This design comes from an exercise in tuning for small area, a short achievable clock period and few clock cycles on the open sky130 flow, not from production work.
Function was checked by simulation only, so behaviour that the tests miss may differ from the original.
No activity file was given, so power comes from the tool's default toggle rates.

==> flow/design.v <==
package bmpb_pkg;
    localparam logic [1:0] FMT_RGB565 = 2'd0;
    localparam logic [1:0] FMT_BGR24  = 2'd1;
    localparam logic [1:0] CFG_PIXEL_FORMAT  = 2'd0;
    localparam logic [1:0] CFG_IMAGE_WIDTH   = 2'd1;
    localparam logic [1:0] CFG_DISPLAY_WIDTH = 2'd2;
    localparam logic [1:0] CFG_BACKGROUND    = 2'd3;
    localparam logic [1:0]  RESET_FORMAT        = FMT_BGR24;
    localparam logic [11:0] RESET_IMAGE_WIDTH   = 12'd320;
    localparam logic [11:0] RESET_DISPLAY_WIDTH = 12'd320;
    localparam logic [15:0] RESET_BACKGROUND    = 16'h0000;
    localparam logic [1:0] PH_SKIP = 2'd0;
    localparam logic [1:0] PH_KEEP = 2'd1;
    localparam logic [1:0] PH_REST = 2'd2;
    localparam logic [1:0] PH_PAD  = 2'd3;
    localparam int unsigned QUEUE_DEPTH = 2;
    localparam int unsigned QUEUE_PTR_W = 2;
endpackage
module bmp_row_to_rgb565_blend_top (
    input  logic         aclk,
    input  logic         aresetn,
    input  logic         cfg_valid,
    output logic         cfg_ready,
    input  logic [1:0]   cfg_index,
    input  logic [15:0]  cfg_data,
    input  logic         s_valid,
    output logic         s_ready,
    input  logic [7:0]   s_data_byte,
    output logic         m_valid,
    input  logic         m_ready,
    output logic [15:0]  m_pixel_rgb565,
    output logic         m_row_last
);
    localparam int unsigned D = bmpb_pkg::QUEUE_DEPTH;
    logic [1:0]  fmt;
    logic [11:0] iw, dw;
    logic [15:0] bg;
    assign cfg_ready = 1'b1;
    always_ff @(posedge aclk) begin
        if (!aresetn) begin
            fmt <= bmpb_pkg::RESET_FORMAT;
            iw  <= bmpb_pkg::RESET_IMAGE_WIDTH;
            dw  <= bmpb_pkg::RESET_DISPLAY_WIDTH;
            bg  <= bmpb_pkg::RESET_BACKGROUND;
        end else if (cfg_valid) begin
            case (cfg_index)
                bmpb_pkg::CFG_PIXEL_FORMAT:  fmt <= cfg_data[1:0];
                bmpb_pkg::CFG_IMAGE_WIDTH:   iw  <= cfg_data[11:0];
                bmpb_pkg::CFG_DISPLAY_WIDTH: dw  <= cfg_data[11:0];
                default:                     bg  <= cfg_data;
            endcase
        end
    end
    logic f565, f24;
    logic [1:0] lastb;               
    assign f565  = (fmt == bmpb_pkg::FMT_RGB565);
    assign f24   = (fmt == bmpb_pkg::FMT_BGR24);
    assign lastb = f565 ? 2'd1 : (f24 ? 2'd2 : 2'd3);
    logic [11:0] ediff, st, kp;
    logic [1:0]  pd;
    logic        pd_nz;
    logic        gt_r, st_nz_r, kp_nz_r, odd_r, iw_nz_r;
    assign ediff = iw - dw;
    assign st    = {1'b0, ediff[11:1]};
    assign kp    = gt_r ? dw : iw;
    assign pd    = f565 ? {iw[0], 1'b0} : (f24 ? iw[1:0] : 2'd0);
    assign pd_nz = (pd != 2'd0);
    always_ff @(posedge aclk) begin
        gt_r    <= (iw > dw);
        st_nz_r <= (iw > dw) && (ediff[11:1] != 11'd0);
        kp_nz_r <= (iw > dw) ? (dw != 12'd0) : (iw != 12'd0);
        odd_r   <= (iw > dw) && ediff[0];
        iw_nz_r <= (iw != 12'd0);
    end
    logic        fresh;              
    logic [1:0]  ph;
    logic [11:0] cnt, cnt_dec;
    logic [1:0]  bip;                
    logic        cnt_end, at_last, pad_end, cvis, accept, emit, emitdir, emitbl;
    logic        s_ready_r;
    assign cnt_dec[0] = !cnt[0];
    for (genvar i = 1; i < 12; i++) begin : g_dec
        assign cnt_dec[i] = cnt[i] ^ !(|cnt[i-1:0]);
    end
    assign cnt_end = (cnt[11:1] == 11'd0)
                   && (cnt[0] ^ (ph == bmpb_pkg::PH_REST && odd_r));
    assign at_last = (bip == lastb);
    assign pad_end = (bip == pd - 2'd1);
    assign cvis    = !fresh && (ph == bmpb_pkg::PH_KEEP) && at_last;
    assign s_ready = s_ready_r;
    assign accept  = s_valid && s_ready_r;
    assign emit    = accept && cvis;
    assign emitdir = emit && !fmt[1];
    assign emitbl  = emit && fmt[1];
    logic        fresh_n;
    logic [1:0]  ph_n;
    logic [11:0] cnt_n;
    logic [1:0]  bip_n;
    always_comb begin
        fresh_n = fresh;
        ph_n    = ph;
        cnt_n   = cnt;
        bip_n   = bip;
        if (accept) begin
            if (fresh) begin
                if (iw_nz_r) begin
                    fresh_n = 1'b0;
                    bip_n   = 2'd1;
                    if (st_nz_r) begin
                        ph_n  = bmpb_pkg::PH_SKIP;
                        cnt_n = st;
                    end else if (kp_nz_r) begin
                        ph_n  = bmpb_pkg::PH_KEEP;
                        cnt_n = kp;
                    end else begin
                        ph_n  = bmpb_pkg::PH_REST;
                        cnt_n = st;
                    end
                end
            end else if (ph == bmpb_pkg::PH_PAD) begin
                if (pad_end) begin
                    fresh_n = 1'b1;
                    bip_n   = 2'd0;
                end else begin
                    bip_n   = bip + 2'd1;
                end
            end else if (!at_last) begin
                bip_n = bip + 2'd1;
            end else begin
                bip_n = 2'd0;
                cnt_n = cnt_dec;
                if (cnt_end) begin
                    case (ph)
                        bmpb_pkg::PH_SKIP: begin
                            if (kp_nz_r) begin
                                ph_n  = bmpb_pkg::PH_KEEP;
                                cnt_n = kp;
                            end else begin
                                ph_n  = bmpb_pkg::PH_REST;
                                cnt_n = st;
                            end
                        end
                        bmpb_pkg::PH_KEEP: begin
                            if (gt_r) begin
                                ph_n  = bmpb_pkg::PH_REST;
                                cnt_n = st;
                            end else if (pd_nz) begin
                                ph_n  = bmpb_pkg::PH_PAD;
                            end else begin
                                fresh_n = 1'b1;
                            end
                        end
                        default: begin
                            if (pd_nz) ph_n    = bmpb_pkg::PH_PAD;
                            else       fresh_n = 1'b1;
                        end
                    endcase
                end
            end
        end
    end
    always_ff @(posedge aclk) begin
        if (!aresetn) begin
            fresh <= 1'b1;
            ph    <= bmpb_pkg::PH_SKIP;
            cnt   <= 12'd0;
            bip   <= 2'd0;
        end else begin
            fresh <= fresh_n;
            ph    <= ph_n;
            cnt   <= cnt_n;
            bip   <= bip_n;
        end
    end
    logic [7:0] hb, hg, hr, ha;
    logic [9:0] ha3;
    logic       hl;
    always_ff @(posedge aclk) begin
        if (accept && bip == 2'd0) hb <= s_data_byte;
        if (accept && bip == 2'd1) hg <= s_data_byte;
        if (accept && bip == 2'd2) hr <= s_data_byte;
        if (emit) begin
            ha  <= s_data_byte;
            ha3 <= {2'b00, s_data_byte} + {1'b0, s_data_byte, 1'b0};
            hl  <= cnt_end;
        end
    end
    logic [1:0] seq;                 
    logic       v0b, v0g, v0r;
    logic [7:0] c0, k0, d0;
    logic [8:0] df0;
    logic       s0;
    assign v0b = emitbl;
    assign v0g = (seq == 2'd1);
    assign v0r = (seq == 2'd2);
    always_ff @(posedge aclk) begin
        if (!aresetn) seq <= 2'd0;
        else          seq <= v0b ? 2'd1 : (v0g ? 2'd2 : 2'd0);
    end
    always_comb begin
        if (v0g) begin
            c0 = hg;
            k0 = {bg[10:5], 2'b00};
        end else if (v0r) begin
            c0 = hr;
            k0 = {bg[15:11], 3'b000};
        end else begin
            c0 = hb;
            k0 = {bg[4:0], 3'b000};
        end
        df0 = {1'b0, c0} - {1'b0, k0};
        s0  = df0[8];
        d0  = s0 ? (8'd0 - df0[7:0]) : df0[7:0];
    end
    logic       t1b, t1g, t1r, s1;
    logic [7:0] d1;
    logic       t2b, t2g, t2r, s2;
    logic [11:0] x2, y2;
    logic       t3b, t3g, t3r, s3, c3;
    logic [7:0] ph3;
    always_ff @(posedge aclk) begin
        if (!aresetn) begin
            {t1b, t1g, t1r} <= 3'b000;
            {t2b, t2g, t2r} <= 3'b000;
            {t3b, t3g, t3r} <= 3'b000;
        end else begin
            {t1b, t1g, t1r} <= {v0b, v0g, v0r};
            {t2b, t2g, t2r} <= {t1b, t1g, t1r};
            {t3b, t3g, t3r} <= {t2b, t2g, t2r};
        end
    end
    logic [9:0]  pp [4];
    logic [11:0] x1, y1;
    always_comb begin
        for (int j = 0; j < 4; j++) begin
            case (d1[2*j +: 2])
                2'd0:    pp[j] = 10'd0;
                2'd1:    pp[j] = {2'b00, ha};
                2'd2:    pp[j] = {1'b0, ha, 1'b0};
                default: pp[j] = ha3;
            endcase
        end
        x1 = {2'd0, pp[0]} + {pp[1], 2'd0};
        y1 = {2'd0, pp[2]} + {pp[3], 2'd0};
    end
    logic [15:0] p2;
    logic [8:0]  lowsum;
    assign p2     = {4'd0, x2} + {y2, 4'd0};
    assign lowsum = {1'b0, p2[7:0]} + {1'b0, p2[15:8]} + 9'd1;
    always_ff @(posedge aclk) begin
        s1  <= s0;
        d1  <= d0;
        s2  <= s1;
        x2  <= x1;
        y2  <= y1;
        s3  <= s2;
        ph3 <= p2[15:8];
        c3  <= lowsum[8];
    end
    logic [7:0] k3, res, xr;
    always_comb begin
        if (t3g)      k3 = {bg[10:5], 2'b00};
        else if (t3r) k3 = {bg[15:11], 3'b000};
        else          k3 = {bg[4:0], 3'b000};
        xr  = ph3 ^ {8{s3}};
        res = k3 + xr + {7'd0, c3 ^ s3};
    end
    logic [15:0] qpix [D];
    logic        qlst [D];
    logic [D-1:0] vld, used;
    logic        commit, pop;
    logic [15:0] wd;
    logic        wl;
    logic cdir, wr_b, wr_g, wr_r;
    always_ff @(posedge aclk) begin
        if (!aresetn) cdir <= 1'b0;
        else          cdir <= emitdir;
    end
    assign wr_b   = cdir || t3b;
    assign wr_g   = cdir || t3g;
    assign wr_r   = cdir || t3r;
    assign commit = cdir || t3r;
    assign wd[4:0]   = fmt[1] ? res[7:3] : (f565 ? hb[4:0] : hb[7:3]);
    assign wd[10:5]  = fmt[1] ? res[7:2] : (f565 ? {hg[2:0], hb[7:5]} : hg[7:2]);
    assign wd[15:11] = fmt[1] ? res[7:3] : (f565 ? hg[7:3] : hr[7:3]);
    assign wl     = hl;
    assign pop    = vld[0] && m_ready;
    always_ff @(posedge aclk) begin
        for (int i = 0; i < D; i++) begin
            logic wsel;
            if (pop) wsel = vld[i] && (i == D-1 || !vld[(i+1) % D]);
            else     wsel = (i == 0 || vld[(i+D-1) % D]) && !vld[i];
            if (pop && i < D-1) begin
                qpix[i] <= qpix[(i+1) % D];
                qlst[i] <= qlst[(i+1) % D];
            end
            if (wr_b && wsel) begin
                qpix[i][4:0] <= wd[4:0];
                qlst[i]      <= wl;
            end
            if (wr_g && wsel) qpix[i][10:5]  <= wd[10:5];
            if (wr_r && wsel) qpix[i][15:11] <= wd[15:11];
        end
    end
    logic [D-1:0] vld_n, used_n;
    always_comb begin
        vld_n = vld;
        if (commit && !pop)      vld_n = {vld[D-2:0], 1'b1};
        else if (!commit && pop) vld_n = {1'b0, vld[D-1:1]};
        used_n = used;
        if (emit && !pop)        used_n = {used[D-2:0], 1'b1};
        else if (!emit && pop)   used_n = {1'b0, used[D-1:1]};
    end
    logic cvis_acc, cvis_n, full_n;
    always_comb begin
        if (fresh) cvis_acc = iw_nz_r && !st_nz_r && kp_nz_r && f565;
        else       cvis_acc = (ph == bmpb_pkg::PH_KEEP) && !at_last
                           && (bip + 2'd1 == lastb);
        cvis_n = accept ? cvis_acc : cvis;
        case ({emit, pop})
            2'b10:   full_n = used[D-2];
            2'b01:   full_n = 1'b0;
            default: full_n = used[D-1];
        endcase
    end
    always_ff @(posedge aclk) begin
        if (!aresetn) begin
            vld       <= '0;
            used      <= '0;
            s_ready_r <= 1'b0;
        end else begin
            vld       <= vld_n;
            used      <= used_n;
            s_ready_r <= !cfg_valid && !(cvis_n && full_n);
        end
    end
    assign m_valid        = vld[0];
    assign m_pixel_rgb565 = qpix[0];
    assign m_row_last     = qlst[0];
endmodule
==> flow/run.sh <==
#!/bin/bash
# synth_recipe.tcl (not shown) runs the flow's synth.tcl, then flattens the netlist and writes it again
# the make line also repeats each setting of config.mk as NAME=value (left out here)
make -C /OpenROAD-flow-scripts/flow DESIGN_CONFIG=/design/flow/config.mk WORK_HOME=/design/flow/orfs CLKGATE_MAP_FILE= SYNTH_SCRIPT=/design/flow/synth_recipe.tcl finish
==> flow/config.mk <==
export PLATFORM = sky130hd
export DESIGN_NAME = bmp_row_to_rgb565_blend_top
export DESIGN_NICKNAME = bmp_row_to_rgb565_blend_top
export VERILOG_FILES = /design/flow/design.v
export SDC_FILE = /design/flow/constraint.sdc
export NUM_CORES = 4
export LEC_CHECK = 0
export CAP_MARGIN = 20
export CORE_MARGIN = 2
export CORE_UTILIZATION = 40
export SETUP_SLACK_MARGIN = 5
export SLEW_MARGIN = 20
==> flow/constraint.sdc <==
create_clock -name core_clock -period 8.0 [get_ports {aclk}]
set_input_delay 1.6000 -clock core_clock [delete_from_list [all_inputs] [get_ports {aclk}]]
set_output_delay 1.6000 -clock core_clock [all_outputs]
set_load 0.01 [all_outputs]
==> results of run 1 <==
final cells by class:
type / count / share of cell area
Timing Repair Buffer: 58 / 0.0419
Tap cell: 384 / 0.0363
Clock inverter: 13 / 0.0109
Inverter: 59 / 0.0170
Multi-Input combinational cell: 938 / 0.497
Clock buffer: 19 / 0.0351
Sequential cell: 200 / 0.361
worst max path at each step:
stage,endpoint,slack (ps)
detailed placement,ha3[7]$_DFFE_PP_,4160
global placement,ha3[7]$_DFFE_PP_,4210
CTS,qpix[0][0]$_DFFE_PP_,5010
global route,x2[9]$_DFF_P_,5000
finish,qpix[0][11]$_DFFE_PP_,5090
floorplan,ha3[8]$_DFFE_PP_,5000
sequential cells by signal (all words and copies together) (netlist names), 10 cells and up:
signal,count
qpix,32
bg,16
cnt,12
dw,12
iw,12
x2,12
y2,12
ha3,10
what timing repair did:
| action | 4_1_cts | 5_1_grt |
|---|---|---|
| setup buffers | 3 | 1 |
| pin swaps | 2 | 0 |
| setup endpoints to repair | 29 | 55 |
| gates cloned | 1 | 0 |
| resized for setup | 27 | 28 |
cell families after synthesis:
group / count (synthesis) / share of synthesized area
other cells: 1 / 0.000321
mux: 80 / 0.0734
simple gates: 384 / 0.157
fa+ha+maj: 80 / 0.0895
flops: 200 / 0.408
buf+inv: 118 / 0.0394
xor+xnor: 66 / 0.0494
compound gates: 326 / 0.183
per-stage QoR:
step	std cells	cell area, µm²	total power, mW	setup slack, ps	hold WS (ps)
after detailed placement	1634	12500	2.00	4160	318
after CTS	1670	13200	2.87	5010	336
after global routing	1671	13200	3.03	5000	337
final	1671	13200	2.87	5090	336
after floorplan	1255	11700	1.80	5000	310
after global placement	1634	12500	1.99	4210	318
cell usage in the layout (no fill, tap or decap), types with 14 or more instances in the layout:
cell,instances
nor2b_1,23
a211oi_1,20
nand3_1,24
o21ai_0,41
nand2_1,145
a22o_1,28
mux2_2,46
a21o_1,18
xnor2_1,43
edfxtp_1,76
clkbuf_16,18
and3_1,14
mux2i_1,34
clkdlybuf4s50_1,40
nor2_1,82
ha_1,72
dfxtp_1,117
inv_1,55
xor2_1,22
a21oi_1,112
routing by layer:
layer  global-route usage  wire length, µm  vias to the layer above
li1                     -                -                     4558
met1                0.265            13800                     4322
met2                0.329            14300                      226
met3               0.0322             1240                       35
met4               0.0507              461                        0
met5                    0                0                        -
worst max-delay path, delay by kind of cell:
kind | cells | cell delay, ps
muxes | 1 | 360
AOI/OAI and AO/OA | 1 | 250
buffers and inverters | 2 | 600
and+or+nand+nor | 1 | 290
power by group:
group,internal [mW],total [mW],switching (mW)
Clock,0.446,0.876,0.430
Sequential,1.14,1.22,0.0818
Combinational,0.341,0.768,0.427
==> summary.txt, run 1 <==
* Cell with the most instances after synthesis: nand2_1
* Count of different cell masters after synthesis at 80
* Worst EP required at approximately 8200 ps
* Remaining antenna violation count at 0
* CP Launch Type: primary input
* Layout Utilization at 0.459
* Synth top cells by count: nand2_1, dfxtp_1, a21oi_1
* Fillers at 2,778
* Syn avg cell area at 9.32 µm²
* CTS Hold Buffers Added at 0
* Total GRT Usage at 0.197
* Share of layout cells above drive strength 1 at 0.110
* Largest stage delay, worst path at 530 ps
* Syn_nets at 1,366
* Worst IR Drop VDD at 0.000153 V
* Worst slew pin tran at 985 ps
* Via count at between 9,000 and 10,000
* EDFF count, synth at 76
* Max Clock Skew at 16.8 ps
* Drt via density at 5.47
* Maximum clock frequency at ~340 MHz
* Pre-Repair DR Iteration Count at 5
* Clock slew seen by the registers of the worst setup and hold paths at 80 ps
* RSZ-0062 raised after global routing: false
* Synth Flop Type: dfxtp_1
* Core Rows at 62
* Critical path arrival at 3100 ps
* HP Start: s1$_DFF_P_
* Crit-path cells: clkdlybuf4s50_1, inv_1, o21ai_1, nand2_1, mux2_2
* Vias in the first global route at approximately 8,600
* Chip Width at 175 µm
* CTS Sinks at 200
* Synthesis-stage register bit count at 200
* Initial DRC Count at 645
* Slowest-stage cell, CP: clkdlybuf4s50_1
* Sequential share of the synthesized area at 0.408
* Final Hold Viols at 0
* Reg2Reg Depth at 8
* Area of the multi-input gates at ~6600 µm²
* Num CTS Buffers at 17
* Period minus WS final at 2910 ps
* Placer congestion estimate at between 0.8 and 0.9
* First-pass GRT wire length at 47.5 mm
* Area growth syn-to-layout at 13.1%
* Reg-to-Reg End: qpix[0][2]$_DFFE_PP_
* Worst hold stages at 0
* Ys async rst share at 0
* Area leader, netlist: dfxtp_1
* Total congestion overflow at 0
* Setup violators final at 0
* Ranking of synthesized cells by area: dfxtp_1, edfxtp_1, ha_1
* Crit path capture type: flop
* Yosys warning count at 4
* CTS tree: yes
* Worst-path fanout max at 9
* Critical path launch point: m_ready
* Starting density of the core at 0.406
* IO Pins at 51
* Relative slew slack at 0.343
* Critical path class: in -> reg
* Status: complete, no violations
* Root buf cell: clkbuf_16
* Crit Reg-Reg Startpoint: t3r$_SDFF_PN0_
* Die Y at 175 µm
* Deepest clock path buffer count at 2
* Max Cap Violations at 0
* Antenna diodes at 0
* Core area at 28,800 µm²
* HPWL Detailed at ~22 mm
* Layout Nets at 1,385
* Final Slew Violations at 0
* Worst-Skew Late Latency at between 400 and 500 ps
* IO buf count at 49
* Die area at approximately 31,000 µm²
* Hold WC Path Type: reg -> reg
* Leakage power at 5.11 nW
* PwrDens at 217 nW/µm²
* Register Area at roughly 4800 µm²
* Synth top area share at 0.212
* Setup TNS at 0 ps
* Number of antenna violations at the first check in global routing at 0
* Worst hold endpoint: s2$_DFF_P_
* Syn Std Cell Area at approximately 12,000 µm²
* WL final at 29.8 mm
* R2R Setup Slk at 5110 ps
* DR WL/cell at between 15 and 20 µm
* Tcrit/Tclk final at 0.364
* H-tree Lvls at 4
* Detailed-route DRC error count at 0
* Maximum number of pins on one net before global-route repair at 40
* Mapped Cells at roughly 1,300
Testbench counts, summed over its fixed seeds: cycles 149,051.
==> inputs of run 2 (changes only) <==
--- a/flow/config.mk
+++ b/flow/config.mk
@@ -10,2 +10,4 @@
 export CORE_UTILIZATION = 40
+export CTS_BUF_LIST = sky130_fd_sc_hd__clkbuf_4 sky130_fd_sc_hd__clkbuf_8
+export CTS_CLUSTER_SIZE = 30
 export SETUP_SLACK_MARGIN = 5
==> summary.txt, run 2 <==
* Ys async rst share at 0
* Critical path arrival at approximately 3200 ps
* Ranking of synthesized cells by area: dfxtp_1, edfxtp_1, ha_1
* Synth top cells by count: nand2_1, dfxtp_1, a21oi_1
* Critical path class: in -> reg
* Status: complete, no violations
* Hold WC Path Type: reg -> reg
* RSZ-0062 raised after global routing: true
* Total GRT Usage at 0.197
* Crit-path cells: clkdlybuf4s50_1, inv_1, o21ai_0, o21ai_1, mux2_2
* Bufs and invs on worst path at 2
* Syn_nets at 1,366
* Crit path capture type: flop
* Yosys warning count at 4
* Comb pwr share at 0.288
* Final Cell Area at 13,100 µm²
* Design Power at 2.67 mW
* Area growth syn-to-layout at 11.7%
* Clock Power Share at 0.254
* PwrDens at 204 nW/µm²
* WL final at 29.7 mm
* Layout Nets at 1,385
* Final Hold Viols at 0
* Clock slew seen by the registers of the worst setup and hold paths at 110 ps
* Sequential share of the synthesized area at 0.408
* Pre-Repair DR Iteration Count at 4
* Detailed-route DRC error count at 0
* Remaining antenna violation count at 0
* Regs by FF count: qpix (32), bg (16)
* Slowest-stage cell, CP: clkdlybuf4s50_1
* Worst-Skew Late Latency at 490 ps
* Most flops, register: qpix
* Core Rows at between 60 and 70
* Maximum number of pins on one net before global-route repair at 40
* Cell with the most instances after synthesis: nand2_1
* Die Y at around 170 µm
* Relative slew slack at 0.361
* Dpl ws at 4160 ps
* Final Slew Violations at 0
* EDFF count, synth at 76
* Tcrit/Tclk final at 0.367
* Root buf cell: clkbuf_8
* H-tree Lvls at 4
* Syn avg cell area at 9.32 µm²
* Commonest cells after routing, fill and taps aside: nand2_1, dfxtp_1, a21oi_1
* Area leader, netlist: dfxtp_1
* Starting density of the core at 0.406
* First-pass GRT wire length at approximately 48 mm
* Chip Width at 175 µm
* Sequential Power Share at 0.458
* Worst-path fanout max at 9
* Die area at approximately 31,000 µm²
* Period minus WS final at approximately 2900 ps
* Most common cell after layout, fill and taps aside: nand2_1
* Vias in the first global route at 8,649
* CTS tree: yes
* DR WL/cell at between 15 and 20 µm
* Worst setup slack after layout at 5060 ps
* Maximum clock frequency at between 300 and 400 MHz
* Total congestion overflow at 0
* Syn Std Cell Area at 11,700 µm²
* Worst EP required at 8250 ps
* Synth top area share at 0.212
* Switch Pwr at 913 µW
* Worst IR Drop VDD at 0.000115 V
* Max Clock Skew at 27.4 ps
* HPWL Detailed at between 20 and 25 mm
* IO Pins at 51
* Antenna diodes at 0
* Share of layout cells above drive strength 1 at 0.111
* Largest stage delay, worst path at 520 ps
* Num CTS Buffers at 17
* Mapped Cells at 1,255
* Drt via density at approximately 5.5
* Initial DRC Count at 680
* Int Pwr at 1.76 mW
* IO buf count at 49
* Max Cap Violations at 0
* Sw Ratio at 0.342
* Setup violators final at 0
* Count of different cell masters after synthesis at 80
* CP delay by family, top: compound AO/OA/AOI/OAI gates
* Via count at about 9,100
* Synthesis-stage register bit count at 200
* Largest register FFs at 32
* Deepest clock path buffer count at 2
* CP Launch Type: primary input
* Placer congestion estimate at 0.900
* CTS Sinks at 200
* Synth Flop Type: dfxtp_1
* Post-Place Cell Area at 12,500 µm²
* Leakage power at between 5 and 6 nW
* Setup TNS at 0 ps
* Core area at 28,800 µm²
* Worst slew pin tran at ~960 ps
* Number of antenna violations at the first check in global routing at 0
-- run 2: timing repair --
action	4_1_cts	5_1_grt
cloned	1	0
endpoints found under the setup margin	23	57
buffers inserted	3	1
hold buffers	0	0
pin swaps	2	0
resized for setup	22	42
endpoints found under the hold margin	0	0
-- run 2: cells by family (layout without fill, tap and decap cells) --
family | Yosys count | after routing | share of synthesized area
and+or+nand+nor | 384 | 385 | 0.157
AOI/OAI and AO/OA | 326 | 326 | 0.183
DFF | 200 | 200 | 0.408
buffers and inverters | 118 | 149 | 0.0394
adders and majority gates | 80 | 80 | 0.0895
muxes | 80 | 80 | 0.0734
xor gates and xnor gates | 66 | 66 | 0.0494
other | 1 | 1 | 0.000321
-- run 2: layout make-up --
class	instances	area, µm²
fill	2785	15700
multi-input combinational	938	6570
sequential	200	4780
timing repair buffer	58	583
tap	384	480
clock buffer	18	248
inverter	59	225
clock inverter	14	174
-- run 2: through the flow --
step | cells | hold slack [ps] | utilization
after detailed placement | 1634 | 318 | 0.434
after floorplan | 1255 | 310 | -
after global routing | 1671 | 345 | 0.454
after global placement | 1634 | 318 | 0.434
after CTS | 1670 | 343 | 0.450
final | 1671 | 342 | 0.454
-- run 2: power by group through the flow --
stage                     Combinational [mW]  Sequential, mW  Clock [mW]
after global routing                   0.862            1.23       0.739
after detailed placement               0.752            1.24           0
after CTS                              0.762            1.22       0.693
final                                  0.769            1.22       0.678
after global placement                 0.744            1.24           0
after floorplan                        0.598            1.20           0
-- run 2: worst paths after layout --
check                                    start                    to  slack [ps]  cells after the start
worst max-delay path                   m_ready  qpix[0][0]$_DFFE_PP_        5060                      5
worst min-delay path                s1$_DFF_P_            s2$_DFF_P_         340                      0
worst max register to register  t3r$_SDFF_PN0_  qpix[0][2]$_DFFE_PP_        5130                      8
worst min register to register      s1$_DFF_P_            s2$_DFF_P_         340                      0
-- run 2: layer usage --
metal  part of all wire  GRT usage  vias to the layer above
met5                  0          0                        -
li1                   -          -                     4555
met1               0.47      0.263                     4331
met3              0.039     0.0361                       34
met2               0.48      0.328                      192
met4              0.016     0.0559                        0
==> inputs of run 3 (changes only) <==
==> flow/flow/run.sh (new file) <==
#!/bin/bash
set -euo pipefail
MARGIN=5.5
sed -e "s/SETUP_SLACK_MARGIN=[0-9.]*/SETUP_SLACK_MARGIN=${MARGIN}/" standard.sh > standard_tight.sh
grep -q "SETUP_SLACK_MARGIN=${MARGIN}" standard_tight.sh
export BUFFER_PORTS_ARGS="-buffer_cell sky130_fd_sc_hd__buf_2"
bash standard_tight.sh > flow_make.log 2>&1
test -s out/final.def
==> flow/standard.sh (new file) <==
#!/bin/bash
# synth_recipe.tcl (not shown) runs the flow's synth.tcl, then flattens the netlist and writes it again
# the make line also repeats each setting of config.mk as NAME=value (left out here)
make -C /OpenROAD-flow-scripts/flow DESIGN_CONFIG=/design/flow/config.mk WORK_HOME=/design/flow/orfs CLKGATE_MAP_FILE= SYNTH_SCRIPT=/design/flow/synth_recipe.tcl "${@:-finish}"
--- a/flow/config.mk
+++ b/flow/config.mk
@@ -10,4 +10,2 @@
 export CORE_UTILIZATION = 40
-export CTS_BUF_LIST = sky130_fd_sc_hd__clkbuf_4 sky130_fd_sc_hd__clkbuf_8
-export CTS_CLUSTER_SIZE = 30
 export SETUP_SLACK_MARGIN = 5
removed: flow/run.sh
==> summary.txt, run 3 <==
* Status: complete, no violations
* PwrDens at 218 nW/µm²
* HPWL Detailed at 22.5 mm
* Root buf cell: clkbuf_16
* H-tree Lvls at 4
* Area growth syn-to-layout at 22.3%
* Reg2Reg Depth at 13
* Period minus WS final at about 2700 ps
* Top sig layer: met4
* Total GRT Usage at 0.206
* Tcrit/Tclk final at 0.340
* CTS tree: yes
* Hold WC Path Type: reg -> reg
* Relative slew slack at 0.384
* CP Launch Type: flop
* Largest register FFs at 32
* First-pass GRT wire length at around 50 mm
* Detailed-route DRC error count at 0
* Sequential Power Share at 0.394
* Int Pwr at 2.11 mW
* Most common cell after layout, fill and taps aside: nand2_1
* Comb pwr share at 0.307
* Via count at 9,622
* Worst IR Drop VDD at 0.000165 V
* Core area at roughly 29,000 µm²
* RSZ-0062 raised after global routing: true
* Die area at 30,600 µm²
* CP delay by family, top: compound AO/OA/AOI/OAI gates
* Total congestion overflow at 0
* Met3 wire length at 1.61 mm
* Critical path arrival at 3050 ps
* Sequential share of the synthesized area at 0.408
* Worst EP required at 8330 ps
* CTS Sinks at 200
* WL met1 at 14.6 mm
* Synthesis-stage register bit count at 200
* Max Cap Violations at 0
* Maximum clock frequency at 368 MHz
* Routed wire length on met2 at 15.0 mm
* Starting density of the core at 0.406
* Slowest-stage cell, CP: fa_2
* Final Hold Viols at 0
* Synth top cells by count: nand2_1, dfxtp_1, a21oi_1
* Leakage power at roughly 5.6 nW
* Final Slew Violations at 0
* Share of layout cells above drive strength 1 at 0.275
* Crit-path cells: ha_4, fa_2, a21o_1, a21oi_2, o21bai_1, a21oi_2, o31ai_4, xor2_2, ha_2, a21o_1, a21o_1, a21oi_1, o21ai_1
* Max Clock Skew at 12.4 ps
* IO Pins at 51
* Drt via density at ~5.5
* Worst path depth at 13
* Regs by FF count: qpix (32), bg (16)
* Commonest cells after routing, fill and taps aside: nand2_1, dfxtp_1, a21oi_1
* Syn Std Cell Area at 11,700 µm²
* Pre-Repair DR Iteration Count at 5
* Number of antenna violations at the first check in global routing at 1
* Critical path launch point: x2[4]$_DFF_P_
* Yosys warning count at 4
* Deepest clock path buffer count at 2
* Crit path top cell by count: a21o_1
* Ranking of synthesized cells by area: dfxtp_1, edfxtp_1, ha_1
* IO buf count at roughly 50
* WL final at 31.9 mm
* Dpl cells at 1,632
* Worst slew pin tran at 915 ps
* Reg-to-Reg End: c3$_DFF_P_
* Crit Reg-Reg Startpoint: x2[4]$_DFF_P_
* Num CTS Buffers at 17
* Chip Width at 175 µm
* Critical path class: reg -> reg
* Setup TNS at 0 ps
* Cell with the most instances after synthesis: nand2_1
* Worst-Skew Late Latency at between 400 and 500 ps
* Maximum number of pins on one net before global-route repair at 40
* Mapped Cells at approximately 1,300
* Clock slew seen by the registers of the worst setup and hold paths at 80 ps
* Switch Pwr at approximately 1 mW
* Non-filler instance count after layout at 1,739
* Layout Nets at roughly 1,500
* Remaining antenna violation count at 0
* Bufs and invs on worst path at 0
* CTS Hold Buffers Added at 0
* Syn avg cell area at ~9.3 µm²
* Synth Flop Type: dfxtp_1
* Clock Power Share at 0.299
* Synth top area share at 0.212
* Setup violators final at 0
* R2R Setup Slk at 5280 ps
* EDFF count, synth at 76
* Area leader, netlist: dfxtp_1
* Die Y at about 170 µm
* Vias in the first global route at 9,135
* Largest stage delay, worst path at 360 ps
* Most flops, register: qpix
* Sw Ratio at 0.326
* Core Rows at 62
* Ys async rst share at 0
* Syn_nets at 1,366
* DR WL/cell at approximately 18 µm
* Crit path capture type: flop
* Worst-path fanout max at 2
* Count of different cell masters after synthesis at 80
* Initial DRC Count at around 760
* Placer congestion estimate at 0.874
* CP Capture Point: c3$_DFF_P_
==> run 3: cell count changes in the layout (fill, tap and decap cells not counted), sizes merged, moves of 2 or more <==
cell and delta:
buf +115, bufinv +2, clkbuf -2, clkdlybuf4s15 -2
clkdlybuf4s50 -27, clkinv -3, clkinvlp +2, dlygate4sd2 -4
dlymetal6s2s -14
==> run 3: layout make-up <==
| class | count | area, µm² |
|---|---|---|
| fillers | 2665 | 14500 |
| multi-input cells | 939 | 7210 |
| flip-flops and latches | 200 | 4830 |
| repair buffers | 124 | 918 |
| well taps | 384 | 480 |
| clock buffers | 18 | 429 |
| inverters | 59 | 234 |
| clock inverters | 14 | 200 |
| diodes | 1 | 2.50 |
==> run 3: cells by family after synthesis <==
family                   after synthesis  share of synthesized area
XOR/XNOR                              66                     0.0494
flip-flops                           200                      0.408
AND/OR/NAND/NOR                      384                      0.157
AO/OA/AOI/OAI                        326                      0.183
buffers and inverters                118                     0.0394
adder cells (fa/ha/maj)               80                     0.0895
multiplexers                          80                     0.0734
other                                  1                   0.000321
==> run 3: metal layers <==
| metal | vias up | track usage |
|---|---|---|
| li1 | 4707 | - |
| met1 | 4602 | 0.276 |
| met2 | 269 | 0.339 |
| met3 | 44 | 0.0339 |
| met4 | 0 | 0.0646 |
| met5 | - | 0 |
==> run 3: power by group through the flow <==
stage | Combinational, mW | Sequential [mW] | Clock, mW
6_report | 0.960 | 1.23 | 0.934
2_1_floorplan | 0.620 | 1.20 | 0
4_1_cts | 0.845 | 1.22 | 0.947
3_3_place_gp | 0.751 | 1.25 | 0
5_1_grt | 1.06 | 1.24 | 0.989
3_5_place_dp | 0.761 | 1.25 | 0
==> run 3: repair_timing <==
action                                  CTS  global route
gates resized for setup                  87           112
buffers inserted                         46            26
pin swaps                                31            63
endpoints found under the setup margin  118            62
cloned                                    1             1
==> run 3: how the worst min path moves through the flow <==
stage	from	end	slack (ps)	cells after the start
2_1_floorplan	s1$_DFF_P_	s2$_DFF_P_	310	0
3_3_place_gp	s1$_DFF_P_	s2$_DFF_P_	320	0
3_5_place_dp	s1$_DFF_P_	s2$_DFF_P_	330	0
4_1_cts	s1$_DFF_P_	s2$_DFF_P_	350	0
5_1_grt	s2$_DFF_P_	s3$_DFF_P_	360	0
6_report	s1$_DFF_P_	s2$_DFF_P_	350	0
==> run 3: metrics by stage <==
stage | cell area [µm²] | power [mW] | hold WS (ps) | setup slack, ps | util
2_1_floorplan | 11900 | 1.82 | 310 | 5040 | -
3_3_place_gp | 12400 | 2.00 | 317 | 4740 | 0.431
3_5_place_dp | 12400 | 2.01 | 334 | 4700 | 0.431
4_1_cts | 13600 | 3.02 | 353 | 5280 | 0.474
5_1_grt | 14300 | 3.29 | 363 | 5170 | 0.497
6_report | 14300 | 3.12 | 352 | 5280 | 0.497
==> run 3: worst reg2reg max path, stage by stage (launching register included) <==
cell and delay [ps]:
dfxtp_2 340, ha_4 160, fa_2 360, a21o_1 190, a21oi_2 160, o21bai_1 130, a21oi_2 240, o31ai_4 110
xor2_2 180, ha_2 190, a21o_1 170, a21o_1 170, a21oi_1 130, o21ai_1 80
==> inputs of run 4 (changes only) <==
--- a/flow/flow/run.sh
+++ b/flow/flow/run.sh
@@ -2,3 +2,3 @@
 set -euo pipefail
-MARGIN=5.5
+MARGIN=5.7
 sed -e "s/SETUP_SLACK_MARGIN=[0-9.]*/SETUP_SLACK_MARGIN=${MARGIN}/" standard.sh > standard_tight.sh
==> summary.txt, run 4 <==
* Status: complete, no violations
* Min Hold Slack at roughly 340 ps
* Period minus WS final at 2690 ps
* Synth top area share at 0.212
* CP delay by family, top: compound AO/OA/AOI/OAI gates
* Vias in the first global route at 9,507
* Via count at ~10,000
* Core Rows at 62
* Most flops, register: qpix
* CTS Sinks at 200
* Deepest clock path buffer count at 2
* Final Hold Viols at 0
* DR WL/cell at 19.1 µm
* Worst EP required at 8190 ps
* Layout Nets at 1,505
* First-pass GRT wire length at 52.1 mm
* Worst hold endpoint: s3$_DFF_P_
* Max Clock Skew at 16.8 ps
* Worst-path fanout max at 4
* Area leader, netlist: dfxtp_1
* HP Start: s2$_DFF_P_
* Leakage power at 6.09 nW
* Synth top cells by count: nand2_1, dfxtp_1, a21oi_1
* Worst slew pin tran at 819 ps
* Bufs and invs on worst path at 1
* Crit path capture type: flop
* CTS tree: yes
* Placer congestion estimate at just over 0.9
* Syn_nets at 1,366
* Worst hold stages at 0
* Setup violators final at 0
* Commonest cells after routing, fill and taps aside: nand2_1, buf_4, dfxtp_1
* IO Pins at 51
* Area growth syn-to-layout at 32.5%
* Largest stage delay, worst path at ~220 ps
* Yosys warning count at 4
* HPWL Detailed at 23.2 mm
* Ranking of synthesized cells by area: dfxtp_1, edfxtp_1, ha_1
* Root buf cell: clkbuf_16
* Reg2Reg Depth at 13
* Crit-path cells: buf_12, ha_4, a21o_1, a21oi_2, o21bai_1, a21o_1, a21oi_2, o21bai_1, xor2_1
* Die Y at 175 µm
* Count of different cell masters after synthesis at 80
* Core area at 28,800 µm²
* WL met1 at around 15 mm
* Share of layout cells above drive strength 1 at 0.362
* Maximum number of pins on one net before global-route repair at 40
* Layout Utilization at 0.538
* H-tree Lvls at 4
* EDFF count, synth at between 70 and 80
* Crit Reg-Reg Startpoint: x2[4]$_DFF_P_
* R2R Setup Slk at 5350 ps
* Synthesis-stage register bit count at 200
* Total GRT Usage at 0.217
* Tcrit/Tclk final at 0.336
* Setup TNS at 0 ps
* Reg-to-Reg End: c3$_DFF_P_
* Total congestion overflow at 0
* Relative slew slack at 0.448
* Max Cap Violations at 0
* Detailed-route DRC error count at 0
* Syn Std Cell Area at between 10,000 and 15,000 µm²
* Most common cell after layout, fill and taps aside: nand2_1
* CTS Hold Buffers Added at 0
* Syn avg cell area at 9.32 µm²
* Starting density of the core at 0.406
* Met3 wire length at roughly 1.3 mm
* Clock slew seen by the registers of the worst setup and hold paths at 80 ps
* Pre-Repair DR Iteration Count at 5
* Mapped Cells at 1,255
* Worst-Skew Late Latency at between 400 and 500 ps
* Synth Flop Type: dfxtp_1
* Critical path class: in -> reg
* Maximum clock frequency at ~370 MHz
* Drt via density at 5.57
* WL final at about 34 mm
* Slowest-stage cell, CP: ha_4
* Chip Width at 175 µm
* Routed wire length on met2 at 16.8 mm
* Fillers at 2,520
* Initial DRC Count at 617
* Hold WC Path Type: reg -> reg
* IO buf count at 49
* Num CTS Buffers at 17
* Final Slew Violations at 0
* Ys async rst share at 0
* Remaining antenna violation count at 0
* CP Launch Type: primary input
* Antenna diodes at 0
* Sequential share of the synthesized area at 0.408
* Cell with the most instances after synthesis: nand2_1
* PwrDens at 203 nW/µm²
* Top sig layer: met4
* Critical path arrival at about 2900 ps
* Regs by FF count: qpix (32), bg (16)
* RSZ-0062 raised after global routing: true
* Worst IR Drop VDD at 0.000159 V
* Largest register FFs at 32
* Die area at 30,600 µm²
* Number of antenna violations at the first check in global routing at 0
## run 4: power breakdown
group          internal [mW]  total [mW]  switching (mW)
Clock                  0.432       0.863           0.431
Combinational          0.509        1.06           0.556
Sequential              1.14        1.21          0.0739
## run 4: final cells by class
type	count	area [µm²]	share of cell area
Clock buffer	18	429	0.0277
Clock inverter	14	148	0.00953
Inverter	59	251	0.0162
Multi-Input combinational cell	940	7920	0.511
Sequential cell	200	4840	0.313
Tap cell	384	480	0.0310
Timing Repair Buffer	176	1420	0.0916
## run 4: worst max path at each step
stage	startpoint	to	cells past startpoint	slack, ps
global route	x2[5]$_DFF_P_	c3$_DFF_P_	13	5200
CTS	s_data_byte[2]	ha3[8]$_DFFE_PP_	9	5270
finish	s_data_byte[1]	ha3[8]$_DFFE_PP_	9	5310
detailed placement	s_data_byte[1]	ha3[7]$_DFFE_PP_	10	4710
global placement	s_data_byte[1]	ha3[7]$_DFFE_PP_	10	4730
floorplan	s_data_byte[1]	ha3[8]$_DFFE_PP_	8	5040
## run 4: routing by layer
metal,vias up,global-route usage
met5,-,0
met4,0,0.0729
met3,52,0.0352
met2,276,0.362
met1,4833,0.287
li1,4811,-
## run 4: metrics by stage
step	area [µm²]	power (mW)	setup slack [ps]	std cells
3_3_place_gp	12600	2.02	4730	1633
5_1_grt	15500	3.30	5200	1791
2_1_floorplan	12200	1.84	5040	1255
4_1_cts	14600	3.04	5270	1763
6_report	15500	3.14	5310	1791
3_5_place_dp	12600	2.03	4710	1633
## run 4: cells by family after synthesis
kind of cell | synth area share
other | 0.000321
AND/OR/NAND/NOR | 0.157
AO/OA/AOI/OAI | 0.183
buffers and inverters | 0.0394
multiplexers | 0.0734
adder cells (fa/ha/maj) | 0.0895
flip-flops | 0.408
XOR/XNOR | 0.0494
## run 4: repair_timing
item                                    4_1_cts  5_1_grt
endpoints found under the setup margin      166      113
gates cloned                                  3        0
setup buffers                                95       28
pin swaps                                    86      100
resized for setup                           166      149
## run 4: worst register-to-register path, delay by kind of cell (launching register included)
| family | cells | cell delay [ps] |
|---|---|---|
| DFF | 1 | 300 |
| AOI/OAI and AO/OA | 9 | 1240 |
| adders and majority gates | 3 | 800 |
| xor gates and xnor gates | 1 | 190 |
==> inputs of run 5 (changes only) <==
--- a/flow/flow/run.sh
+++ b/flow/flow/run.sh
@@ -2,3 +2,3 @@
 set -euo pipefail
-MARGIN=5.7
+MARGIN=5.2
 sed -e "s/SETUP_SLACK_MARGIN=[0-9.]*/SETUP_SLACK_MARGIN=${MARGIN}/" standard.sh > standard_tight.sh
==> summary.txt, run 5 <==
* Crit path top cell by count: a21o_1
* Worst EP required at 8210 ps
* Most common cell after layout, fill and taps aside: nand2_1
* IO Pins at 51
* Worst IR Drop VDD at 0.000152 V
* Relative slew slack at 0.328
* Count of different cell masters after synthesis at 80
* CTS tree: yes
* Most flops, register: qpix
* Total congestion overflow at 0
* Die area at around 30,000 µm²
* Crit path capture type: flop
* Status: complete, no violations
* Remaining antenna violation count at 0
* Ys async rst share at 0
* DR WL/cell at 17.9 µm
* Regs by FF count: qpix (32), bg (16)
* Period minus WS final at 2750 ps
* WL final at about 30 mm
* Sw Ratio at 0.321
* Worst slew pin tran at between 1000 and 1500 ps
* Switch Pwr at 938 µW
* HPWL Detailed at 22.3 mm
* Core area at 28,800 µm²
* Synth Flop Type: dfxtp_1
* Synth top cells by count: nand2_1, dfxtp_1, a21oi_1
* Cell with the most instances after synthesis: nand2_1
* Crit Reg-Reg Startpoint: x2[5]$_DFF_P_
* Syn avg cell area at 9.32 µm²
* Detailed-route DRC error count at 0
* CTS Sinks at 200
* Antenna diodes at 0
* Largest stage delay, worst path at roughly 200 ps
* Mapped Cells at approximately 1,300
* Starting density of the core at 0.406
* Synth top area share at 0.212
* Ranking of synthesized cells by area: dfxtp_1, edfxtp_1, ha_1
* R2R Setup Slk at 5270 ps
* H-tree Lvls at 4
* IO buf count at 49
* EDFF count, synth at 76
* Clock Power Share at 0.304
* Layout Utilization at 0.457
* Slowest-stage cell, CP: fa_2
* Vias in the first global route at between 8,000 and 9,000
* Area leader, netlist: dfxtp_1
* Int Pwr at 1.98 mW
* Via count at 9,215
* Die Y at 175 µm
* Largest register FFs at 32
* HP Start: s2$_DFF_P_
* Critical path arrival at 2960 ps
* Critical path class: in -> reg
* Tcrit/Tclk final at 0.344
* Placer congestion estimate at 0.879
* Dpl cells at 1,633
* Worst-Skew Late Latency at roughly 450 ps
* Final Hold Viols at 0
* Sequential share of the synthesized area at 0.408
* Leakage power at between 5 and 6 nW
* Setup violators final at 0
* Dpl ws at 4690 ps
* Chip Width at 175 µm
* Critical path launch point: s_data_byte[0]
* Comb pwr share at 0.276
* Yosys warning count at 4
* Commonest cells after routing, fill and taps aside: nand2_1, dfxtp_1, a21oi_1
* Deepest clock path buffer count at 2
* Crit-path cells: clkbuf_4, ha_4, inv_2, fa_2, inv_1, a21oi_2, o21bai_1, a21o_1, a21o_1, a21o_1
* PwrDens at approximately 220 nW/µm²
* Setup TNS at 0 ps
* Hold WC Path Type: reg -> reg
* Clock slew seen by the registers of the worst setup and hold paths at 70 ps
* Total GRT Usage at 0.197
* Layout Nets at 1,394
* Worst-path fanout max at 5
* Area growth syn-to-layout at 12.5%
* Syn Std Cell Area at 11,700 µm²
* Num CTS Buffers at 17
* Syn_nets at 1,366
* RSZ-0062 raised after global routing: true
* Bufs and invs on worst path at 3
* Number of antenna violations at the first check in global routing at 0
* Max Clock Skew at 15.6 ps
* Max Cap Violations at 0
* Core Rows at 62
* CP delay by family, top: compound AO/OA/AOI/OAI gates
* Maximum number of pins on one net before global-route repair at 49
* Non-filler instance count after layout at between 1,500 and 2,000
* Synthesis-stage register bit count at 200
* Share of layout cells above drive strength 1 at 0.162
* Final Slew Violations at 0
* Maximum clock frequency at around 360 MHz
* Root buf cell: clkbuf_16
* Initial DRC Count at 623
* Sequential Power Share at 0.420
* CP Launch Type: primary input
* Worst setup slack after layout at 5250 ps
* Drt via density at 5.49
* Pre-Repair DR Iteration Count at 5
* Design Power at between 2 and 3 mW
* First-pass GRT wire length at 47.5 mm
-- run 5: cell counts after synthesis --
No cell type changed its count.
-- run 5: logic make-up after synthesis --
| logic type | Yosys count | synth area share |
|---|---|---|
| and+or+nand+nor | 384 | 0.157 |
| adders and majority gates | 80 | 0.0895 |
| xor gates and xnor gates | 66 | 0.0494 |
| muxes | 80 | 0.0734 |
| other | 1 | 0.000321 |
| DFF | 200 | 0.408 |
| buffers and inverters | 118 | 0.0394 |
| AOI/OAI and AO/OA | 326 | 0.183 |
-- run 5: power groups by stage --
stage               registers, mW  clock network [mW]  logic [mW]
floorplan                    1.20                   0       0.599
global placement             1.25                   0       0.728
detailed placement           1.25                   0       0.740
CTS                          1.23               0.904       0.769
global route                 1.24               0.943       0.899
finish                       1.23               0.888       0.806
-- run 5: final timing paths --
path / endpoint / cells after the start
hold reg to reg: s3$_DFF_P_ / 0
setup reg to reg: c3$_DFF_P_ / 13
setup / recovery: ha3[9]$_DFFE_PP_ / 10
hold / removal: s3$_DFF_P_ / 0
-- run 5: cell type report --
cell class              instances  area (µm²)
clock inverters                12         129
fillers                      2787       15600
well taps                     384         480
inverters                      59         221
repair buffers                 67         395
clock buffers                  20         479
flip-flops and latches        200        4800
multi-input cells             938        6650
-- run 5: per-layer routing --
metal | wire length, µm | up-vias | share of wire | GRT usage
met3 | 1210 | 44 | 0.040 | 0.0359
met5 | 0 | - | 0 | 0
met1 | 13900 | 4379 | 0.46 | 0.263
li1 | - | 4587 | - | -
met2 | 14200 | 205 | 0.47 | 0.322
met4 | 750 | 0 | 0.025 | 0.0663
-- run 5: repair_timing --
action,4_1_cts,5_1_grt
buffers inserted,1,13
resized for setup,23,34
hold buffers,0,0
setup endpoints to repair,26,45
gates cloned,1,0
pin swaps,2,14
-- run 5: per-stage QoR --
| stage | cell area (µm²) | hold slack [ps] |
|---|---|---|
| after CTS | 13000 | 332 |
| after floorplan | 11700 | 310 |
| after global placement | 12300 | 318 |
| after detailed placement | 12300 | 316 |
| final | 13100 | 333 |
| after global routing | 13100 | 348 |
-- run 5: worst register-to-register path, delay by kind of cell, from the launching register on --
kind | cells | cell delay, ps
fa+ha+maj | 2 | 560
xor+xnor | 1 | 170
flops | 1 | 340
simple gates | 1 | 150
compound gates | 9 | 1420
==> inputs of run 6 (changes only) <==
--- a/flow/flow/run.sh
+++ b/flow/flow/run.sh
@@ -2,3 +2,3 @@
 set -euo pipefail
-MARGIN=5.2
+MARGIN=5.3
 sed -e "s/SETUP_SLACK_MARGIN=[0-9.]*/SETUP_SLACK_MARGIN=${MARGIN}/" standard.sh > standard_tight.sh
==> summary.txt, run 6 <==
* Status: complete, no violations
* Via count at 9,329
* Cell with the most instances after synthesis: nand2_1
* Synthesis-stage register bit count at 200
* Area leader, netlist: dfxtp_1
* Worst-Skew Late Latency at approximately 440 ps
* Placer congestion estimate at 0.871
* Synth Flop Type: dfxtp_1
* Crit-path cells: buf_12, ha_4, a21o_1, a21oi_2, o21bai_1, a21o_1, a21oi_2, o21bai_1, xor2_1
* Register Area at just under 5000 µm²
* Slowest-stage cell, CP: ha_4
* Maximum clock frequency at 371 MHz
* Syn_nets at approximately 1,400
* Crit Reg-Reg Startpoint: x2[5]$_DFF_P_
* PwrDens at 219 nW/µm²
* Hold WC Path Type: reg -> reg
* Top sig layer: met5
* Synth top area share at 0.212
* EDFF count, synth at 76
* Die Y at 175 µm
* Worst IR Drop VDD at 0.000129 V
* Maximum number of pins on one net before global-route repair at 49
* Drt via density at 5.48
* HPWL Detailed at 22.4 mm
* Area of the multi-input gates at slightly below 7000 µm²
* Num CTS Buffers at 17
* Worst hold endpoint: s3$_DFF_P_
* Total congestion overflow at 0
* WL final at 30.7 mm
* Final Hold Viols at 0
* Routed wire length on met2 at 14.8 mm
* CP Launch Type: primary input
* Largest register FFs at 32
* Layout Nets at 1,414
* IO Pins at 51
* Setup violators final at 0
* Commonest cells after routing, fill and taps aside: nand2_1, dfxtp_1, a21oi_1
* Crit path capture type: flop
* IO buf count at 49
* Deepest clock path buffer count at 2
* Final Slew Violations at 0
* Worst-path fanout max at 3
* Ys async rst share at 0
* Reg2Reg Depth at 13
* Relative slew slack at 0.342
* Met3 wire length at 1.16 mm
* Mapped Cells at 1,255
* Ranking of synthesized cells by area: dfxtp_1, edfxtp_1, ha_1
* Sequential share of the synthesized area at 0.408
* Worst hold stages at 0
* Area growth syn-to-layout at 15.0%
* Share of layout cells above drive strength 1 at 0.200
* CP delay by family, top: compound AO/OA/AOI/OAI gates
* HP Start: s2$_DFF_P_
* Dpl cells at 1,632
* Critical path arrival at 2870 ps
* Initial DRC Count at a little under 600
* CTS Sinks at 200
* Root buf cell: clkbuf_16
* Remaining antenna violation count at 0
* RSZ-0062 raised after global routing: true
* Core Rows at 62
* Starting density of the core at 0.406
* Chip Width at 175 µm
* Regs by FF count: qpix (32), bg (16)
* Die area at 30,600 µm²
* Critical path launch point: s_data_byte[2]
* Bufs and invs on worst path at 1
* Most common cell after layout, fill and taps aside: nand2_1
* R2R Setup Slk at between 5000 and 6000 ps
* Pre-Repair DR Iteration Count at 5
* Critical path class: in -> reg
* Non-filler instance count after layout at ~1,700
* Total GRT Usage at 0.199
* Worst setup slack after layout at about 5300 ps
* Most flops, register: qpix
* Syn avg cell area at 9.32 µm²
* Number of antenna violations at the first check in global routing at 0
* Syn Std Cell Area at approximately 12,000 µm²
* WL met1 at 14.1 mm
* Worst EP required at 8180 ps
* Count of different cell masters after synthesis at 80
* Setup TNS at 0 ps
* Leakage power at approximately 5.3 nW
* Vias in the first global route at 8,761
* Clock slew seen by the registers of the worst setup and hold paths at about 70 ps
* Synth top cells by count: nand2_1, dfxtp_1, a21oi_1
* CTS Hold Buffers Added at 0
* Dpl ws at between 4000 and 5000 ps
* Max Clock Skew at 12.3 ps
* Max Cap Violations at 0
* Tcrit/Tclk final at 0.337
* First-pass GRT wire length at 48.1 mm
* Worst slew pin tran at 984 ps
* Yosys warning count at 4
* Fillers at 2,732
* Period minus WS final at 2690 ps
* CTS tree: yes
* Largest stage delay, worst path at about 220 ps
* Reg-to-Reg End: c3$_DFF_P_
* Core area at 28,800 µm²
* Detailed-route DRC error count at 0
* DR WL/cell at 18.0 µm
* H-tree Lvls at 4
[run 6: logic make-up (layout without fill, tap and decap cells)]
group	after synthesis	after routing	synth area share
compound gates	326	326	0.183
flops	200	200	0.408
xor+xnor	66	66	0.0494
fa+ha+maj	80	80	0.0895
buf+inv	118	178	0.0394
other cells	1	2	0.000321
mux	80	80	0.0734
simple gates	384	385	0.157
[run 6: worst max path at each step]
stage | to | slack (ps) | cells past startpoint
global placement | ha3[7]$_DFFE_PP_ | 4710 | 10
global route | c3$_DFF_P_ | 5190 | 13
finish | ha3[8]$_DFFE_PP_ | 5310 | 9
CTS | d1[4]$_DFF_P_ | 5260 | 11
detailed placement | d1[4]$_DFF_P_ | 4610 | 11
floorplan | ha3[8]$_DFFE_PP_ | 5040 | 8
[run 6: repair_timing]
action / in CTS / in global routing
buffers inserted: 14 / 21
pin swaps: 21 / 33
gates resized for setup: 51 / 56
setup endpoints to repair: 54 / 41
hold endpoints to repair: 0 / 0
cloned: 1 / 0
[run 6: per-stage QoR]
| stage | utilization | hold WS [ps] | cell area, µm² | power [mW] |
|---|---|---|---|---|
| global placement | 0.426 | 317 | 12300 | 1.98 |
| detailed placement | 0.426 | 339 | 12300 | 1.99 |
| floorplan | - | 310 | 11800 | 1.80 |
| CTS | 0.455 | 356 | 13100 | 2.89 |
| global route | 0.467 | 362 | 13400 | 3.12 |
| finish | 0.467 | 354 | 13400 | 2.95 |
[run 6: area by class of cell]
type,instances,area share
antenna,1,0.000186
clock buffer,18,0.0319
clock inverter,14,0.0106
inverter,59,0.0165
multi-input combinational,938,0.504
sequential,200,0.358
tap,384,0.0357
timing repair buffer,87,0.0429
[run 6: per-layer routing]
metal | GRT usage | vias up
met5 | 0.0144 | -
met4 | 0.0615 | 2
met3 | 0.0296 | 45
met2 | 0.336 | 235
met1 | 0.262 | 4416
li1 | - | 4631
[run 6: power breakdown]
group	internal, mW	leakage (nW)	switching (mW)	total (mW)
Clock	0.417	0.281	0.426	0.843
Combinational	0.407	3.30	0.466	0.873
Sequential	1.14	1.71	0.0871	1.23
==> inputs of run 7 (changes only) <==
--- a/flow/config.mk
+++ b/flow/config.mk
@@ -9,3 +9,3 @@
 export CORE_MARGIN = 2
-export CORE_UTILIZATION = 40
+export CORE_UTILIZATION = 55
 export SETUP_SLACK_MARGIN = 5
==> summary.txt, run 7 <==
* Status: complete, no violations
* Largest register FFs at 32
* Max Cap Violations at 0
* Synth top area share at 0.212
* IO Pins at 51
* Worst EP required at 8340 ps
* H-tree Lvls at 4
* IO buf count at 49
* Synthesis-stage register bit count at 200
* RSZ-0062 raised after global routing: true
* Crit path top cell by count: a21o_1
* Largest stage delay, worst path at 370 ps
* Maximum number of pins on one net before global-route repair at 46
* Switch Pwr at 1.01 mW
* Area growth syn-to-layout at 13.2%
* Syn_nets at 1,366
* Relative slew slack at 0.482
* CTS Hold Buffers Added at 0
* Pre-Repair DR Iteration Count at 5
* Ys async rst share at 0
* Int Pwr at between 1.5 and 2 mW
* Min Hold Slack at between 300 and 400 ps
* Hold WC Path Type: reg -> reg
* Worst setup slack after layout at 5210 ps
* Clock Power Share at 0.292
* Commonest cells after routing, fill and taps aside: nand2_1, dfxtp_1, a21oi_1
* Die area at approximately 22,000 µm²
* Remaining antenna violation count at 0
* Share of layout cells above drive strength 1 at 0.193
* WL final at 30.8 mm
* Tcrit/Tclk final at 0.349
* PwrDens at roughly 220 nW/µm²
* Vias in the first global route at 8,769
* Setup TNS at 0 ps
* Antenna diodes at 0
* Most flops, register: qpix
* Crit path capture type: flop
* Non-filler instance count after layout at 1,588
* Worst slew pin tran at 776 ps
* Initial DRC Count at 745
* Syn Std Cell Area at 11,700 µm²
* Drt via density at 5.95
* Syn avg cell area at 9.32 µm²
* Count of different cell masters after synthesis at 80
* Sequential Power Share at 0.411
* Area leader, netlist: dfxtp_1
* Period minus WS final at 2790 ps
* Clock slew seen by the registers of the worst setup and hold paths at 80 ps
* CTS Sinks at 200
* Final Cell Area at 13,200 µm²
* Num CTS Buffers at 17
* Most common cell after layout, fill and taps aside: nand2_1
* Design Power at 2.95 mW
* Mapped Cells at 1,255
* Die Y at between 100 and 150 µm
* Critical path arrival at 3130 ps
* Chip Width at 150 µm
* Layout Nets at 1,411
* Starting density of the core at 0.558
* Total GRT Usage at 0.282
* Max Clock Skew at between 15 and 20 ps
* CP delay by family, top: compound AO/OA/AOI/OAI gates
* Total congestion overflow at 0
* Final Hold Viols at 0
* Placer congestion estimate at 0.903
* Core Rows at 53
* Maximum clock frequency at 358 MHz
* Critical path class: reg -> reg
* Core area at 21,000 µm²
* Worst IR Drop VDD at 0.000161 V
* Root buf cell: clkbuf_16
* Dpl ws at 4680 ps
* Worst-Skew Late Latency at 450 ps
* Slowest-stage cell, CP: o41ai_2
* Leakage power at between 5 and 6 nW
* Sw Ratio at 0.342
* Bufs and invs on worst path at 0
* Crit-path cells: ha_1, a21o_1, a21oi_2, o21bai_2, a211oi_2, o41ai_2, nand2_1, xnor2_2, ha_1, a21o_1, a21o_1, a21oi_2, o21ai_1
* Worst-path fanout max at 2
* CTS tree: yes
* Setup violators final at 0
* EDFF count, synth at 76
* Ranking of synthesized cells by area: dfxtp_1, edfxtp_1, ha_1
* CP Launch Type: flop
* Cell with the most instances after synthesis: nand2_1
* Number of antenna violations at the first check in global routing at 2
* Synth top cells by count: nand2_1, dfxtp_1, a21oi_1
* Comb pwr share at 0.297
* First-pass GRT wire length at 48.6 mm
* Deepest clock path buffer count at 2
* Via count at 9,447
* HPWL Detailed at about 23 mm
* DR WL/cell at 19.4 µm
* Detailed-route DRC error count at 0
* Yosys warning count at 4
* Sequential share of the synthesized area at 0.408
* Fillers at 1,809
* Dpl cells at 1,525
* Layout Utilization at 0.632
* Post-Place Cell Area at about 12,000 µm²
* Synth Flop Type: dfxtp_1
* Regs by FF count: qpix (32), bg (16)
* Final Slew Violations at 0
## run 7: power groups by stage
stage / logic (mW) / registers [mW] / clock network [mW]
2_1_floorplan: 0.599 / 1.20 / 0
3_3_place_gp: 0.773 / 1.23 / 0
3_5_place_dp: 0.781 / 1.23 / 0
4_1_cts: 0.829 / 1.21 / 0.867
5_1_grt: 0.975 / 1.22 / 0.903
6_report: 0.877 / 1.21 / 0.860
## run 7: path summary, 6_finish.rpt
| check | start | to | slack, ps | cells past startpoint |
|---|---|---|---|---|
| max reg2reg | y2[1]$_DFF_P_ | c3$_DFF_P_ | 5210 | 13 |
| min reg2reg | s2$_DFF_P_ | s3$_DFF_P_ | 330 | 0 |
| min | s2$_DFF_P_ | s3$_DFF_P_ | 330 | 0 |
| max | y2[1]$_DFF_P_ | c3$_DFF_P_ | 5210 | 13 |
## run 7: cell families after synthesis
logic type,count (synthesis),share of synthesized area
AND/OR/NAND/NOR,384,0.157
AO/OA/AOI/OAI,326,0.183
flip-flops,200,0.408
buffers and inverters,118,0.0394
adder cells (fa/ha/maj),80,0.0895
multiplexers,80,0.0734
XOR/XNOR,66,0.0494
other,1,0.000321
## run 7: metal layers
layer | wire (µm) | track usage | up-vias
met1 | 14700 | 0.408 | 4479
met3 | 1600 | 0.0345 | 37
met5 | 0 | 0 | -
met2 | 13900 | 0.443 | 307
met4 | 638 | 0.0882 | 0
li1 | - | - | 4624
## run 7: repair_timing
item,in CTS,in global routing
buffers inserted,11,19
pin swaps,18,23
setup endpoints to repair,36,41
gates cloned,1,0
hold endpoints to repair,0,0
gates resized for setup,43,47
## run 7: cell type report
class	instances	area [µm²]	area share
inverters	59	221	0.0167
repair buffers	84	541	0.0408
flip-flops and latches	200	4800	0.363
well taps	275	344	0.0260
clock buffers	18	429	0.0324
multi-input cells	938	6740	0.509
clock inverters	14	156	0.0118
==> inputs of run 8 (changes only) <==
--- a/flow/config.mk
+++ b/flow/config.mk
@@ -9,3 +9,3 @@
 export CORE_MARGIN = 2
-export CORE_UTILIZATION = 55
+export CORE_UTILIZATION = 30
 export SETUP_SLACK_MARGIN = 5
==> summary.txt, run 8 <==
* First-pass GRT wire length at 49.3 mm
* Synth top area share at 0.212
* Worst slew pin tran at 1010 ps
* Die area at between 40,000 and 50,000 µm²
* Worst hold stages at 0
* Final Slew Violations at 0
* Core area at 38,600 µm²
* Syn avg cell area at 9.32 µm²
* Max Cap Violations at 0
* Ys async rst share at 0
* Crit path capture type: flop
* Status: complete, no violations
* Critical path launch point: s_data_byte[1]
* Via count at about 9,500
* Worst hold endpoint: s3$_DFF_P_
* Maximum number of pins on one net before global-route repair at 32
* Layout Nets at 1,417
* Die Y at 201 µm
* Worst EP required at about 8000 ps
* Commonest cells after routing, fill and taps aside: nand2_1, dfxtp_1, a21oi_1
* Crit-path cells: buf_12, ha_4, inv_2, fa_2, inv_2, a21oi_2, o21bai_1, a21o_1, a21o_1, a21o_1
* Ranking of synthesized cells by area: dfxtp_1, edfxtp_1, ha_1
* Relative slew slack at 0.323
* Min Hold Slack at 333 ps
* Number of antenna violations at the first check in global routing at 3
* Max Clock Skew at 13.3 ps
* Bufs and invs on worst path at 3
* Worst-Skew Late Latency at 450 ps
* Yosys warning count at 4
* Sequential share of the synthesized area at 0.408
* Starting density of the core at 0.303
* Syn Std Cell Area at 11,700 µm²
* Reg-to-Reg End: c3$_DFF_P_
* Leakage power at about 5.3 nW
* Maximum clock frequency at between 300 and 400 MHz
* Most common cell after layout, fill and taps aside: nand2_1
* CP delay by family, top: compound AO/OA/AOI/OAI gates
* Drt via density at just over 5
* Deepest clock path buffer count at 2
* Setup TNS at 0 ps
* Fillers at 3,994
* Vias in the first global route at 8,824
* Total GRT Usage at 0.153
* CTS Sinks at 200
* Final Hold Viols at 0
* Core Rows at just over 70
* Mapped Cells at about 1,300
* Num CTS Buffers at 17
* Crit path top cell by count: a21o_1
* CTS tree: yes
* Worst IR Drop VDD at 0.000147 V
* Critical path arrival at 2920 ps
* Period minus WS final at 2720 ps
* RSZ-0062 raised after global routing: true
* Critical path class: in -> reg
* Initial DRC Count at 707
* Clock slew seen by the registers of the worst setup and hold paths at 80 ps
* IO Pins at 51
* Detailed-route DRC error count at 0
* Synth top cells by count: nand2_1, dfxtp_1, a21oi_1
* Count of different cell masters after synthesis at 80
* EDFF count, synth at 76
* Synth Flop Type: dfxtp_1
* Area leader, netlist: dfxtp_1
* Cell with the most instances after synthesis: nand2_1
* Setup violators final at 0
* HP Start: s2$_DFF_P_
* Reg2Reg Depth at 13
* Syn_nets at 1,366
* Placer congestion estimate at 0.884
* DR WL/cell at 17.1 µm
* Slowest-stage cell, CP: fa_2
* Hold WC Path Type: reg -> reg
* Largest register FFs at 32
* Tcrit/Tclk final at 0.340
* Total congestion overflow at 0
* Remaining antenna violation count at 0
* H-tree Lvls at 4
* Worst-path fanout max at 7
* PwrDens at 217 nW/µm²
* HPWL Detailed at 23.1 mm
* Most flops, register: qpix
* Synthesis-stage register bit count at 200
* WL final at 31.5 mm
* Share of layout cells above drive strength 1 at 0.202
* Crit Reg-Reg Startpoint: x2[4]$_DFF_P_
* IO buf count at just under 50
* Chip Width at approximately 200 µm
* Largest stage delay, worst path at 200 ps
* R2R Setup Slk at 5350 ps
* Regs by FF count: qpix (32), bg (16)
* Area growth syn-to-layout at 16.7%
* Pre-Repair DR Iteration Count at 5
* CP Launch Type: primary input
* Root buf cell: clkbuf_16
* CTS Hold Buffers Added at 0
==> run 8: cell counts after synthesis <==
No cell type changed its count.
==> run 8: logic make-up after synthesis <==
logic type               synth area share
adder cells (fa/ha/maj)            0.0895
multiplexers                       0.0734
AO/OA/AOI/OAI                       0.183
AND/OR/NAND/NOR                     0.157
other                            0.000321
flip-flops                          0.408
XOR/XNOR                           0.0494
buffers and inverters              0.0394
==> run 8: power by group <==
part	leakage [nW]	total [mW]	internal [mW]	switching, mW
Combinational	3.31	0.861	0.391	0.470
Sequential	1.71	1.21	1.14	0.0730
Clock	0.293	0.885	0.470	0.415
Total	5.31	2.96	2.00	0.958
==> run 8: what timing repair did <==
action / CTS / global route
resized for setup: 49 / 50
cloned: 2 / 0
setup buffers: 14 / 21
setup endpoints to repair: 70 / 35
pin swaps: 23 / 29
==> run 8: cell type report <==
cell class / instances / area, µm² / share of cell area
inverters: 59 / 225 / 0.0165
repair buffers: 89 / 573 / 0.0420
flip-flops and latches: 200 / 4810 / 0.352
multi-input cells: 938 / 6790 / 0.498
clock inverters: 14 / 158 / 0.0116
diodes: 2 / 5.00 / 0.000367
well taps: 518 / 648 / 0.0475
repair inverters: 1 / 5.00 / 0.000367
clock buffers: 18 / 429 / 0.0315
==> run 8: layer usage <==
layer	global-route usage	part of all wire
met3	0.0248	0.047
met1	0.209	0.46
met2	0.244	0.46
met5	0	0.00041
met4	0.0591	0.029
==> run 8: metrics by stage <==
step | instances | area [µm²] | worst slack, ps | utilization | power, mW
floorplan | 1255 | 11800 | 5040 | - | 1.80
global placement | 1768 | 12400 | 4730 | 0.323 | 1.96
detailed placement | 1768 | 12400 | 4690 | 0.323 | 1.98
CTS | 1816 | 13300 | 5250 | 0.345 | 2.92
global route | 1837 | 13600 | 5170 | 0.354 | 3.13
finish | 1839 | 13600 | 5280 | 0.354 | 2.96
==> run 8: worst max path at each step <==
stage                  endpoint  slack, ps  cells past startpoint
2_1_floorplan  ha3[8]$_DFFE_PP_       5040                      8
3_3_place_gp   ha3[7]$_DFFE_PP_       4730                     10
3_5_place_dp   ha3[7]$_DFFE_PP_       4690                     10
4_1_cts              c3$_DFF_P_       5250                     13
5_1_grt              c3$_DFF_P_       5170                     13
6_report       ha3[9]$_DFFE_PP_       5280                     10

[port drivers added, routing unchanged]
Ports are ideal in the flow. The routed layouts listed here were re-timed in OpenROAD.
Step 1: set_driving_cell puts a clkbuf_16 on aclk and a buf_2 on each other input, an assumption about the parent block.
Step 2 also shifts input and output timing later by t, the mid clock arrival at the registers, as if the neighbouring blocks saw the same clock.
a / b / c = no drivers / after step 1 / after step 2; a / b = the first two.
run	t, ns	slack for setup (ns)
run 1	0.485	5.086 / 5.039 / 4.584
run 2	0.520	5.064 / 5.030 / 4.544
run 3	0.484	5.282 / 5.282 / 4.825
run 4	0.486	5.311 / 5.288 / 4.801
run 5	0.491	5.247 / 5.230 / 4.739
run 6	0.479	5.308 / 5.289 / 4.809
run 7	0.489	5.210 / 5.210 / 4.829
run 8	0.490	5.277 / 5.276 / 4.786
After both steps every run listed still meets setup and hold.
